This design comes from an exercise in tuning for small area on the open sky130 flow, not from production work.
Only simulation tests tie the RTL to the original design; equivalence was not proved.
No activity file was given, so power comes from the tool's default toggle rates.

Design flight_core, start of the top module:
module flight_core (
  input  logic               clk,
  input  logic               reset,
  input  logic               arm,
  input  logic               rc_valid,
  input  logic [10:0]        rc_throttle,
  input  logic [10:0]        rc_roll,
  input  logic [10:0]        rc_pitch,
  input  logic [10:0]        rc_yaw,
  input  logic               gyro_valid,
  input  logic [15:0]        gyro_roll,
  input  logic [15:0]        gyro_pitch,
  input  logic [15:0]        gyro_yaw,
  output logic               motor_1,
  output logic               motor_2,
  output logic               motor_3,
  output logic               motor_4
);
Size in the first run: about 100 I/O pins.
clock: 10.0 ns
lec_check: 0
cap_margin: 20
core_margin: 2
core_utilization: 60
gpl_timing_driven: 0
place_density: 0.75
slew_margin: 20
synth_hierarchical: 1
synth_minimum_keep_size: 0
standard.sh (not shown) runs the stock make flow with config.mk's settings and CLKGATE_MAP_FILE= SYNTH_SCRIPT=/design/flow/synth_recipe.tcl, a recipe that flattens the netlist after the stock synthesis.
==> flow/flow/run.sh <==
#!/bin/bash
# The standard layout, with the smallest buffer on the ports and a clock
# tree of small buffers without dummy loads. The make output goes to
# flow_make.log here; every tool's own log stays under orfs/logs.
set -euo pipefail
CTS="-sink_clustering_enable -repair_clock_nets -buf_list sky130_fd_sc_hd__clkbuf_4 -sink_clustering_size 10 -sink_clustering_max_diameter 50 -dont_use_dummy_load"
bash standard.sh \
  "BUFFER_PORTS_ARGS=-buffer_cell sky130_fd_sc_hd__buf_1" \
  "CTS_ARGS=$CTS" \
  finish > flow_make.log 2>&1
Next try:
--- a/flow/config.mk
+++ b/flow/config.mk
@@ -8,7 +8,7 @@
 export CAP_MARGIN = 20
 export CORE_MARGIN = 2
-export CORE_UTILIZATION = 60
+export CORE_UTILIZATION = 40
 export GPL_TIMING_DRIVEN = 0
-export PLACE_DENSITY = 0.75
+export PLACE_DENSITY = 0.6
 export SLEW_MARGIN = 20
 export SYNTH_HIERARCHICAL = 1
Combinational power is about the same. Die area rose by 49%. Sequential power stays flat. Final cell count goes up by 12%. Maximum frequency goes down by 0.46%. Count of clock-buffer cells in the layout came out higher by 1. Hold slack improves by 0.019 ns.
Next try:
--- a/flow/config.mk
+++ b/flow/config.mk
@@ -6,10 +6,9 @@
 export NUM_CORES = 4
 export LEC_CHECK = 0
-export CAP_MARGIN = 20
+export CAP_MARGIN = 0
 export CORE_MARGIN = 2
 export CORE_UTILIZATION = 40
-export GPL_TIMING_DRIVEN = 0
 export PLACE_DENSITY = 0.6
-export SLEW_MARGIN = 20
+export SLEW_MARGIN = 0
 export SYNTH_HIERARCHICAL = 1
 export SYNTH_MINIMUM_KEEP_SIZE = 0
After rerunning: Global-route usage hardly moves; via count drops by 1.3%; final cell count drops by 0.99%; setup slack is better by 0.039 ns; flip-flop and latch count does not change; area after synthesis does not change; total power increases by 4.0%; core utilization came out lower by 0.12 points; routed wire length came out lower by 0.80%; first-iteration DRC count came out lower by 16%.
Next try:
==> flow/flow/run.sh (replaced) <==
#!/bin/bash
# The standard layout, with the smallest buffer on the ports and a clock
# tree of small buffers without dummy loads. The make output goes to
# flow_make.log here; every tool's own log stays under orfs/logs.
set -euo pipefail
CTS="-sink_clustering_enable -repair_clock_nets -buf_list sky130_fd_sc_hd__clkbuf_8 -sink_clustering_size 18 -sink_clustering_max_diameter 60 -dont_use_dummy_load"
bash standard.sh \
  "BUFFER_PORTS_ARGS=-buffer_cell sky130_fd_sc_hd__buf_1" \
  "CTS_ARGS=$CTS" \
  finish > flow_make.log 2>&1
--- a/flow/config.mk
+++ b/flow/config.mk
@@ -6,9 +6,9 @@
 export NUM_CORES = 4
 export LEC_CHECK = 0
-export CAP_MARGIN = 0
+export CAP_MARGIN = 20
 export CORE_MARGIN = 2
-export CORE_UTILIZATION = 40
-export PLACE_DENSITY = 0.6
-export SLEW_MARGIN = 0
+export CORE_UTILIZATION = 55
+export PLACE_DENSITY = 0.7
+export SLEW_MARGIN = 20
 export SYNTH_HIERARCHICAL = 1
 export SYNTH_MINIMUM_KEEP_SIZE = 0
What happened: The changed run finished clean; sequential power hardly moves; synthesized area is unchanged; final area is lower by 1.4%; combinational power is lower by about 8%; register-to-register slack stays flat; non-clock buffer count is lower by 8; routed wire length is lower by 4.2%; core utilization is higher by 17 points; clock skew is lower by 0.048 ns; flip-flop and latch count is unchanged; first-iteration DRC count is higher by 0.79%.

afterwards: timing with drivers on the ports:
The flow's constraints put no driver on any port. The routed layouts listed below were extracted and timed again, unchanged, in two steps.
Step 1 (the two cells are an assumption about what drives the block):
set clk [get_ports {clk}]
set_driving_cell -lib_cell sky130_fd_sc_hd__clkbuf_16 $clk
set_driving_cell -lib_cell sky130_fd_sc_hd__buf_2 [delete_from_list [all_inputs] $clk]
Step 2 moves the port delays by t, midway between the first and last clock arrival at a register: inputs arrive t later, outputs are due t later. That takes back most of the time a late clock gives input paths.
a / b / c = ideal ports / drivers / drivers and shift; a / b = the first two.
run | t, ns | setup WS [ns] | worst setup path at the end | worst register clock-pin slew, ns | pins driven straight from the clock port
the first run | 0.680 | 0.236 / 0.236 / 0.236 | register to register | 0.11 / 0.11 | 1
the second run | 0.698 | 0.191 / 0.191 / 0.191 | register to register | 0.11 / 0.11 | 1
the third run | 0.733 | 0.230 / 0.230 / 0.230 | register to register | 0.11 / 0.11 | 1
the fourth run | 0.552 | 0.218 / 0.218 / 0.218 | register to register | 0.10 / 0.10 | 1
After both steps every run listed still meets setup and hold.
